This design comes from an exercise in tuning for small area on the open sky130 flow, not from production work. In this exercise RTL edits were held to simulation tests only and were not proved equivalent to the original.

== green ==
==> module gpio_top, before the edit <==
module gpio_top(
   input  logic                             PCLK,
   input  logic                             aresetn,
   input  logic                             psel_i,
   input  logic                             penable_i,
   input  logic                             pwrite_i,
   input  logic [gpio_pkg::ADDR_WIDTH-1:0]  paddr_i,
   input  logic [gpio_pkg::APB_WIDTH-1:0]   pwdata_i,
   output logic [gpio_pkg::APB_WIDTH-1:0]   prdata_o,
   output logic                             pready_o,
   output logic                             pslverr_o,
   input  logic [gpio_pkg::IO_NUM-1:0]      gpio_in_i,
   output logic [gpio_pkg::IO_NUM-1:0]      gpio_out_o,
   output logic [gpio_pkg::IO_NUM-1:0]      gpio_oe_o,
   output logic [gpio_pkg::IO_NUM-1:0]      int_o,
   output logic                             int_or_o
);
   logic [31:0] out_en, in_en, oe, int_en, spare;
   logic [31:0] tx, ty, tz;
   logic [31:0] gpout;
   logic [31:0] sync1, sync2, dly;
   logic [31:0] pos, neg;       
   logic [31:0] status;
   logic        wr;
   logic [31:0] sel;           
   logic        cfg_hit, hit80, hit90, hitA0, clr_we;
   logic [31:0] nclr;
   logic [2:0]  wtype, rtype;
   logic [7:0]  rcfg;
   logic [10:0][7:0] rgrp;
   assign pready_o  = 1'b1;
   assign pslverr_o = 1'b0;
   assign wr      = psel_i & penable_i & pwrite_i;
   assign cfg_hit = ~paddr_i[7];
   assign hit80   = paddr_i == 8'h80;
   assign hit90   = paddr_i == 8'h90;
   assign hitA0   = paddr_i == 8'hA0;
   assign clr_we  = wr & hit80;
   always_comb
      for (int i = 0; i < 32; i++)
         sel[i] = paddr_i[6:2] == 5'(i);
   always_comb
      if (!pwdata_i[3])
         wtype = pwdata_i[7:5];
      else
         case (pwdata_i[7:5])
            3'd0: wtype = 3'b100;
            3'd1: wtype = 3'b110;
            3'd2: wtype = 3'b010;
            3'd3: wtype = 3'b001;
            3'd4: wtype = 3'b011;
            3'd5: wtype = 3'b000;
            3'd6: wtype = 3'b101;
            default: wtype = 3'b111;
         endcase
   always_ff @(posedge PCLK or negedge aresetn)
      if (!aresetn)
      begin
         out_en <= '0; in_en <= '0; oe <= '0; int_en <= '0; spare <= '0;
         tx <= '0; ty <= '0; tz <= '0;
      end
      else
         for (int i = 0; i < 32; i++)
            if (wr && cfg_hit && sel[i])
            begin
               out_en[i] <= pwdata_i[0];
               in_en[i]  <= pwdata_i[1];
               oe[i]     <= pwdata_i[2];
               int_en[i] <= pwdata_i[3];
               spare[i]  <= pwdata_i[4];
               tx[i]     <= wtype[2];
               ty[i]     <= wtype[1];
               tz[i]     <= wtype[0];
            end
   always_ff @(posedge PCLK or negedge aresetn)
      if (!aresetn)
         gpout <= '0;
      else if (wr && hitA0)
         gpout <= pwdata_i;
   assign gpio_out_o = gpout & out_en;
   assign gpio_oe_o  = out_en & oe;
   assign nclr = ~({32{clr_we}} & pwdata_i);
   always_ff @(posedge PCLK or negedge aresetn)
      if (!aresetn)
      begin
         sync1 <= '0; sync2 <= '0;
         status <= '0;
      end
      else
      begin
         sync1  <= gpio_in_i;
         sync2  <= sync1;
         status <= clr_we ? (status & ~pwdata_i) : int_o;
      end
   always_ff @(posedge PCLK)
   begin
      dly <= sync2;
      pos <= int_en & ((sync2 & ~dly) | (pos & nclr));
      neg <= int_en & ((~sync2 & dly) | (neg & nclr));
   end
   assign int_o    = int_en & ((tx & ~tz & (dly ^ ty)) | (~tx & ((ty & pos) | (tz & neg))));
   assign int_or_o = |int_o;
   always_comb
   begin
      for (int k = 0; k < 11; k++)
      begin
         rgrp[k] = '0;
         for (int j = 0; j < 3; j++)
            if (3*k + j < 32)
               rgrp[k] = rgrp[k] | ({8{sel[3*k+j]}} &
                  {tx[3*k+j], ty[3*k+j], tz[3*k+j], spare[3*k+j],
                   int_en[3*k+j], oe[3*k+j], in_en[3*k+j], out_en[3*k+j]});
      end
      rcfg = ((rgrp[0] | rgrp[1] | rgrp[2] | rgrp[3]) |
              (rgrp[4] | rgrp[5] | rgrp[6] | rgrp[7])) |
             (rgrp[8] | rgrp[9] | rgrp[10]);
   end
   always_comb
      if (!rcfg[3])
         rtype = rcfg[7:5];
      else
         case (rcfg[7:5])
            3'b100: rtype = 3'd0;
            3'b110: rtype = 3'd1;
            3'b010: rtype = 3'd2;
            3'b001: rtype = 3'd3;
            3'b011: rtype = 3'd4;
            3'b000: rtype = 3'd5;
            3'b101: rtype = 3'd6;
            default: rtype = 3'd7;
         endcase
   assign prdata_o = ({32{cfg_hit}} & {24'd0, rtype, rcfg[4:0]}) |
                     ({32{hit80}} & status) |
                     ({32{hit90}} & dly & in_en) |
                     ({32{hitA0}} & gpout);
endmodule
export LEC_CHECK = 0
export ABC_AREA = 1
export CAP_MARGIN = 20
export CORE_MARGIN = 2
export CORE_UTILIZATION = 65
export SLEW_MARGIN = 20
create_clock -name core_clock -period 7.0 [get_ports {PCLK}]
standard.sh (not shown) runs the stock make flow with config.mk's settings and CLKGATE_MAP_FILE= SYNTH_SCRIPT=/design/flow/synth_recipe.tcl, a recipe that flattens the netlist after the stock synthesis.
==> flow/flow/run.sh <==
#!/bin/bash
# Own layout flow. Synthesis: the standard synthesis, plus two area-mapped
# netlists with the same flip-flops (same instances, names and cells):
#   a) ORFS's synthesis script with an area-oriented ABC script in place of the
#      standard one,
#   b) the standard netlist's combinational logic re-mapped with that script.
# In both, each enable mux (a flip-flop's output fed back through a 2:1 mux) is
# then built as nor2 + a21oi. The smaller netlist whose flip-flops match the
# standard synthesis's is laid out with the standard layout, with port
# buffers of the smallest buffer cell, a smaller clock tree and smaller repair
# buffers. Each tool's output goes to its own log in this folder.
set -euo pipefail
W=$PWD
R=$W/orfs/results/$FLOW_PLATFORM/gpio_top/base
LIB=$FLOW_HOME/platforms/$FLOW_PLATFORM/lib/sky130_fd_sc_hd__tt_025C_1v80.lib
YOSYS=$FLOW_HOME/../tools/install/yosys/bin/yosys
ABC_SCRIPT=$W/flow/abc_area.script

# 1. standard synthesis
bash standard.sh synth > synth.log 2>&1
cp "$R/1_2_yosys.v" std_1_2_yosys.v
python3 flow/flops.py std_1_2_yosys.v > flops_std.txt

area() {  # netlist -> cell area
  sed -e "s#@LIB@#$LIB#g" -e "s#@NET@#$1#" -e "s#@TOP@#$FLOW_TOP#" -e "s#@OUT@#$1.stat#" flow/area.ys > "$1.area.ys"
  "$YOSYS" -q -s "$1.area.ys" > "$1.area.log" 2>&1
  awk '/Chip area/ {print $NF}' "$1.stat"
}

# 2a. ORFS's synthesis with the area-oriented ABC script
mkdir -p orfs_my/results/$FLOW_PLATFORM/gpio_top/base
cp -p "$R"/1_1_yosys_canonicalize.rtlil orfs_my/results/$FLOW_PLATFORM/gpio_top/base/
cp -rp orfs/objects orfs_my/ 2>/dev/null || true
sed -e "s#log_cmd abc {\*}\$abc_args#log_cmd abc {*}[lreplace \$abc_args 1 1 $ABC_SCRIPT]#" \
    "$FLOW_HOME/scripts/synth.tcl" > synth_mod.tcl
grep -q "lreplace" synth_mod.tcl
sed -e "s#source \$::env(SCRIPTS_DIR)/synth.tcl#source $W/synth_mod.tcl#" synth_recipe.tcl > my_synth.tcl
grep -q synth_mod my_synth.tcl
sed -n '/^make /p' standard.sh | sed -e "s#WORK_HOME=[^ ]*#WORK_HOME=$W/orfs_my#" \
    -e "s#SYNTH_SCRIPT=[^ ]*#SYNTH_SCRIPT=$W/my_synth.tcl#" -e 's#"${@:-finish}"#do-yosys#' > my_synth.sh
CAND=""
if bash my_synth.sh > my_synth.log 2>&1; then
  python3 flow/muxfb.py orfs_my/results/$FLOW_PLATFORM/gpio_top/base/1_2_yosys.v cand_a.v > muxfb_a.log 2>&1 \
    && CAND="$CAND cand_a.v"
fi

# 2b. the standard netlist's combinational logic re-mapped
DU=$(sed -n '/DONT_USE_CELLS += /,/^#/p' "$FLOW_HOME/platforms/$FLOW_PLATFORM/config.mk" \
     | grep -o 'sky130_fd_sc_hd__[a-z0-9_]*' | sed 's/^/-dont_use /' | tr '\n' ' ')
sed -e "s#@LIB@#$LIB#g" -e "s#@DU@#$DU#" -e "s#@TOP@#$FLOW_TOP#g" \
    -e "s#@SCRIPT@#$ABC_SCRIPT#" flow/resyn.ys > resyn_run.ys
if "$YOSYS" -s resyn_run.ys > resyn.log 2>&1; then
  python3 flow/muxfb.py resyn_out.v cand_b.v > muxfb_b.log 2>&1 && CAND="$CAND cand_b.v"
fi

# 2c. pick the smallest candidate that keeps the standard flip-flops
BEST=std_1_2_yosys.v
BESTA=$(area std_1_2_yosys.v)
for c in $CAND; do
  python3 flow/flops.py "$c" > "flops_$c.txt"
  if cmp -s flops_std.txt "flops_$c.txt"; then
    a=$(area "$c")
    echo "$c $a" >> candidates.txt
    if awk -v a="$a" -v b="$BESTA" 'BEGIN {exit !(a < b)}'; then BEST=$c; BESTA=$a; fi
  else
    echo "$c flip-flops differ from the standard synthesis" >> candidates.txt
  fi
done
echo "chosen $BEST $BESTA" >> candidates.txt
cp "$BEST" "$R/1_2_yosys.v"

# 3. the standard layout from the chosen netlist
export BUFFER_PORTS_ARGS="-buffer_cell sky130_fd_sc_hd__buf_1"
# clock tree: sink clusters of ten and no dummy loads
export CTS_ARGS="-sink_clustering_enable -repair_clock_nets -dont_use_dummy_load -buf_list sky130_fd_sc_hd__clkbuf_4 -sink_clustering_size 10 -sink_clustering_max_diameter 40"
# keep the placement-time repair from picking the largest buffers
export PRE_GLOBAL_PLACE_TCL=$W/flow/dontbig.tcl
export PRE_RESIZE_TCL=$W/flow/dontbig.tcl
bash standard.sh finish > layout.log 2>&1
Other scripts of this flow, unchanged in this note and not shown: flow/flow/abc_area.script, flow/flow/area.ys, flow/flow/dontbig.tcl, flow/flow/flops.py, flow/flow/muxfb.py, flow/flow/resyn.ys
Input changes introduced in blue (baseline for comparison: green):
diff --git a/flow/design.v b/flow/design.v
--- a/flow/design.v
+++ b/flow/design.v
@@ -135,7 +135,15 @@
             default: rtype = 3'd7;
          endcase
-   assign prdata_o = ({32{cfg_hit}} & {24'd0, rtype, rcfg[4:0]}) |
-                     ({32{hit80}} & status) |
-                     ({32{hit90}} & dly & in_en) |
-                     ({32{hitA0}} & gpout);
+   always_comb
+   begin
+      prdata_o = '0;
+      if (cfg_hit)
+         prdata_o[7:0] = {rtype, rcfg[4:0]};
+      else if (hit80)
+         prdata_o = status;
+      else if (hit90)
+         prdata_o = dly & in_en;
+      else if (hitA0)
+         prdata_o = gpout;
+   end
 endmodule
==> comparison <==
For blue and green, there was not a single run that failed to finish clean.
On setup skew after layout, blue does better than green.
Comparing blue with green, the utilization of the core after routing came out essentially unchanged.
Final critical path time including I/O delays and setup (blue over green): increase, 0.15 ns
Any difference in effective utilization at floorplan between green and blue is small enough to ignore.
Post-synthesis cell area of green is on par with blue.
green has higher worst setup slack than blue.
Higher total of fill cells in the finished design was reported by green, not blue.

-- port drivers added, routing unchanged --
No port has a modelled driver above. Below, the same layouts with a new extraction and two added sets of constraints. Step 1 assumes that a clkbuf_16 drives the clock port and a buf_2 every other input. Step 2 also shifts input and output timing later by t, the mid clock arrival at the registers, as if the neighbouring blocks saw the same clock. Slacks: no drivers / after step 1 / after step 2; pairs: no drivers / after step 1.
run | t, ns | setup slack, ns | worst setup path after step 2 | clock arrival spread, ns | worst register clock-pin slew, ns
green | 0.789 | 0.918 / 0.855 / 0.855 | input to output | 0.061 / 0.060 | 0.11 / 0.11
blue | 0.807 | 0.773 / 0.704 / 0.704 | input to output | 0.070 / 0.069 | 0.11 / 0.11
After both steps every run listed still meets setup and hold. The setup slack of blue, which loses most, moves by -0.069 ns with the drivers and by -0.069 ns with both steps.
